Source: an optimization exercise on an open RTL-to-GDS flow (aim: small area, a short achievable clock period and few clock cycles per item). Production flows keep margins and buffers that such runs may drop.
At most, simulation tests tie the RTL to the original design; equivalence was not proved.
Power and IR drop assume default switching activity.

== v6 ==
Design tilt_orientation_qualifier_core, start of the top module:
module tilt_orientation_qualifier_core
(
    input  logic                   clk,
    input  logic                   rst_n,
    input  logic                   s_tvalid,
    output logic                   s_tready,
    input  logic [IN_TDATA_W-1:0]  s_tdata,    
    input  logic                   s_tuser,    
    output logic                   m_tvalid,
    input  logic                   m_tready,
    output logic [OUT_TDATA_W-1:0] m_tdata,    
    output logic                   m_tuser,    
    input  logic                   psel,
    input  logic                   penable,
    input  logic                   pwrite,
    input  logic [3:0]             paddr,
    input  logic [31:0]            pwdata,
    output logic [31:0]            prdata,
    output logic                   pready
);
    localparam int QD = 4;    
    tlt_pkg::tlt_cfg_t cfg_reg;
    logic [1:0]        rd_sel_reg;
    logic                    v0_reg;
    logic [TIME_W-1:0]       now0_reg;
    logic                    ok0_reg;
    logic [SAMPLE_WIDTH-2:0] pu0_reg;
    logic                    ps0_reg;
    logic [SAMPLE_WIDTH-2:0] nqu0_reg;
    logic                    nqs0_reg;
    logic                    sx0_reg;
    logic                    sy0_reg;
    logic                    ybig0_reg;
    logic                    zero0_reg;
    logic                    v1_reg;
    logic                    ok1_reg;
    logic [MT_NG-1:0]        grp_g1_reg;
  ...
Settings: LEC_CHECK=0, CAP_MARGIN=20, CORE_MARGIN=2, CORE_UTILIZATION=40, SLEW_MARGIN=20, SYNTH_HIERARCHICAL=1; clock period 10.5 ns.
standard.sh (not shown) runs the stock make flow with config.mk's settings and CLKGATE_MAP_FILE= SYNTH_SCRIPT=/design/flow/synth_recipe.tcl, a recipe that flattens the netlist after the stock synthesis.
==> flow/flow/run.sh <==
#!/bin/bash
# Standard layout, with plain buf_1 port buffers and timing repair aimed 6 ns
# below the clock period.
set -euo pipefail
bash standard.sh SETUP_SLACK_MARGIN=6 'BUFFER_PORTS_ARGS=-buffer_cell sky130_fd_sc_hd__buf_1' finish > standard_flow.log 2>&1
### v6 -> v7
diff --git a/flow/design.v b/flow/design.v
--- a/flow/design.v
+++ b/flow/design.v
@@ -3,13 +3,13 @@
     localparam int TIME_W       = 32;
     localparam int PROD_W       = SAMPLE_WIDTH + 10;
     localparam int IN_TDATA_W   = ((TIME_W + 2 * SAMPLE_WIDTH + 7) / 8) * 8;
     localparam int IN_PAD_W     = IN_TDATA_W - TIME_W - 2 * SAMPLE_WIDTH;
     localparam int OUT_TDATA_W  = 8;
     localparam int MT_W         = 27;
-    localparam int MT_NG        = 1 + (MT_W - 1 - 8) / 2;
+    localparam int MT_NG        = (MT_W - 1 + 3) / 4;
     localparam logic [1:0] REG_TILT_THRESHOLD = 2'd0;
     localparam logic [1:0] REG_AXIS_MARGIN    = 2'd1;
     localparam logic [1:0] REG_POLL_INTERVAL  = 2'd2;
     localparam logic [1:0] REG_STABLE_TIME    = 2'd3;
     localparam logic [14:0] TILT_THRESHOLD_RST = 15'd4096;
     localparam logic [9:0]  AXIS_MARGIN_RST    = 10'd320;
@@ -81,14 +81,14 @@
     output logic [MT_NG-1:0]  grp_g,
     output logic [MT_NG-1:0]  grp_p,
     output logic              top_x
 );
     localparam int W = MT_W;
     logic [W-1:0] h0, h1;
-    logic [W-2:0] bg;
-    logic [W-2:0] bp;
+    logic [4*MT_NG-1:0] bg;
+    logic [4*MT_NG-1:0] bp;
     logic t1, t2, t3, t4, t5, t6, t7, t8, t9, t10, t11, t12, t13, t14, t15, t16, t17, t18, t19, t20, t21, t22, t23, t24, t25, t26, t27, t28, t29, t30, t31, t32, t33, t34, t35, t36, t37, t38, t39, t40, t41, t42, t43, t44, t45, t46, t47, t48, t49, t50, t51, t52, t53, t54, t55, t56, t57, t58, t59, t60, t61, t62, t63, t64, t65, t66, t67, t68, t69, t70, t71, t72, t73, t74, t75, t76, t77, t78, t79, t80, t81, t82, t83, t84, t85, t86, t87, t88, t89, t90, t91, t92, t93, t94, t95, t96, t97, t98, t99, t100, t101, t102, t103, t104, t105, t106, t107, t108, t109, t110, t111, t112, t113, t114, t115, t116, t117, t118, t119, t120, t121, t122, t123, t124, t125, t126, t127, t128, t129, t130, t131, t132, t133, t134, t135, t136, t137, t138, t139, t140, t141, t142, t143, t144, t145, t146, t147, t148, t149, t150, t151, t152, t153, t154, t155, t156, t157, t158, t159, t160, t161, t162, t163, t164, t165, t166, t167, t168, t169, t170, t171, t172, t173, t174, t175, t176, t177, t178, t179, t180, t181, t182, t183, t184, t185, t186, t187, t188, t189, t190, t191, t192, t193, t194, t195, t196, t197, t198, t199, t200, t201, t202, t203, t204, t205, t206, t207, t208, t209, t210, t211, t212, t213, t214, t215, t216, t217, t218, t219, t220, t221, t222, t223, t224, t225, t226, t227, t228, t229, t230, t231, t232, t233, t234, t235, t236, t237, t238, t239, t240, t241, t242, t243, t244, t245, t246, t247, t248, t249, t250, t251, t252, t253, t254, t255, t256, t257, t258, t259, t260, t261, t262, t263, t264, t265, t266, t267, t268, t269, t270, t271, t272, t273, t274, t275, t276, t277, t278, t279, t280, t281, t282, t283, t284, t285, t286, t287, t288, t289, t290, t291, t292, t293, t294, t295, t296, t297, t298, t299, t300, t301, t302, t303, t304, t305, t306, t307, t308, t309, t310, t311, t312, t313, t314, t315, t316, t317, t318, t319, t320, t321, t322, t323, t324, t325, t326, t327, t328, t329, t330, t331, t332, t333, t334, t335, t336, t337, t338, t339, t340, t341, t342, t343, t344, t345, t346, t347, t348, t349, t350, t351, t352, t353, t354, t355, t356, t357, t358, t359, t360, t361, t362, t363, t364, t365, t366, t367, t368, t369, t370, t371, t372, t373, t374, t375, t376, t377, t378, t379, t380, t381, t382, t383, t384, t385, t386, t387, t388, t389, t390, t391, t392, t393, t394, t395, t396, t397, t398, t399, t400, t401, t402, t403, t404, t405, t406, t407, t408, t409, t410, t411, t412, t413, t414, t415, t416, t417, t418, t419, t420, t421, t422, t423, t424, t425, t426, t427, t428, t429, t430, t431, t432, t433, t434, t435, t436, t437, t438, t439, t440, t441, t442, t443, t444, t445, t446, t447, t448, t449, t450, t451, t452, t453, t454, t455, t456, t457, t458, t459, t460;
     assign t1 = (m[0] & pu[0]);
     assign t2 = (ps & m[0]);
     assign t3 = (m[0] & pu[1]);
     assign t4 = (m[1] & pu[0]);
     assign t5 = (ps & m[1]);
@@ -598,20 +598,20 @@
     assign h0[24] = 1'b1;
     assign h1[24] = t460;
     assign h0[25] = 1'b1;
     assign h1[25] = 1'b0;
     assign h0[26] = 1'b1;
     assign h1[26] = 1'b0;
-    assign bg = h0[W-2:0] & h1[W-2:0];
-    assign bp = h0[W-2:0] | h1[W-2:0];
-    tlt_carry #(8) u_low (.a(h0[7:0]), .b(h1[7:0]), .ci(1'b0), .co(grp_g[0]));
-    assign grp_p[0] = 1'b0;
-    for (genvar j = 1; j < MT_NG; j++)
+    assign bg = {h0[W-2:0] & h1[W-2:0], {(4*MT_NG-W+1){1'b0}}};
+    assign bp = {h0[W-2:0] | h1[W-2:0], {(4*MT_NG-W+1){1'b0}}};
+    for (genvar j = 0; j < MT_NG; j++)
     begin : g_grp
-        assign grp_g[j] = bg[2*j+7] | (bp[2*j+7] & bg[2*j+6]);
-        assign grp_p[j] = bp[2*j+7] & bp[2*j+6];
+        assign grp_g[j] = bg[4*j+3] | (bp[4*j+3] & bg[4*j+2])
+                        | (bp[4*j+3] & bp[4*j+2] & bg[4*j+1])
+                        | (bp[4*j+3] & bp[4*j+2] & bp[4*j+1] & bg[4*j]);
+        assign grp_p[j] = &bp[4*j +: 4];
     end
     assign top_x = h0[W-1] ^ h1[W-1];
 endmodule
 module tlt_margin_sign
 (
     input  logic [MT_NG-1:0] grp_g,
[summary]
- Number of endpoints failing setup at the final stage came out exactly the same in v7 and v6.
- Higher fraction of power consumed by combinational cells was reported by v7, not v6.
- v7 and v6 ended up with roughly the same wire length on met1.
- First-iteration DRC count delta (v7 − v6): unfavourable
- Of v7 and v6, v7 shows the lower synthesized cell count, with v6 above it.
- Relative to v6, fraction of power spent switching nets has gone up in v7.
- The worst setup slack for register-to-register paths of v7 and that of v6 are within noise of each other.
- Sort v7 and v6 by share of cell area taken by multi-input logic gates desc -> top: v7
- Comparing v7 and v6, the lower flip-flop and latch count after synthesis was measured on v7.
- Placement-stage cell area on v7 is down relative to v6.
Testbench counts of v7, summed over its fixed seeds: cycles 16,024, items 16,000.
Function not checked in v6: the RTL went through the layout flow alone.

[separate check: timing with driven ports]
How much do the figures lean on ideal ports? The routed layouts below were timed once more, with nothing changed but the port constraints. Step 1 sets driving cells, clkbuf_16 on the clock port and buf_2 on the other inputs (assumed; they add their load-dependent delay and slew). Step 2 moves the port delays by t, midway between the first and last clock arrival at a register: inputs arrive t later, outputs are due t later. That takes back most of the time a late clock gives input paths. a / b / c = ideal / step 1 / step 2; a / b = the first two.
| run | shift t [ns] | setup WS [ns] | clock arrival spread, ns | worst data-port slew with drivers (ns) | cell pins on the clock port's net |
|---|---|---|---|---|---|
| v6 | 0.625 | 6.179 / 6.150 / 5.588 | 0.013 / 0.013 | 0.09 | 1 |
| v7 | 0.618 | 6.167 / 6.154 / 5.583 | 0.026 / 0.026 | 0.10 | 1 |
After both steps setup and hold are still met in every run listed. For v6, which loses most, drivers alone change the setup slack by -0.029 ns; drivers and shift together by -0.591 ns.
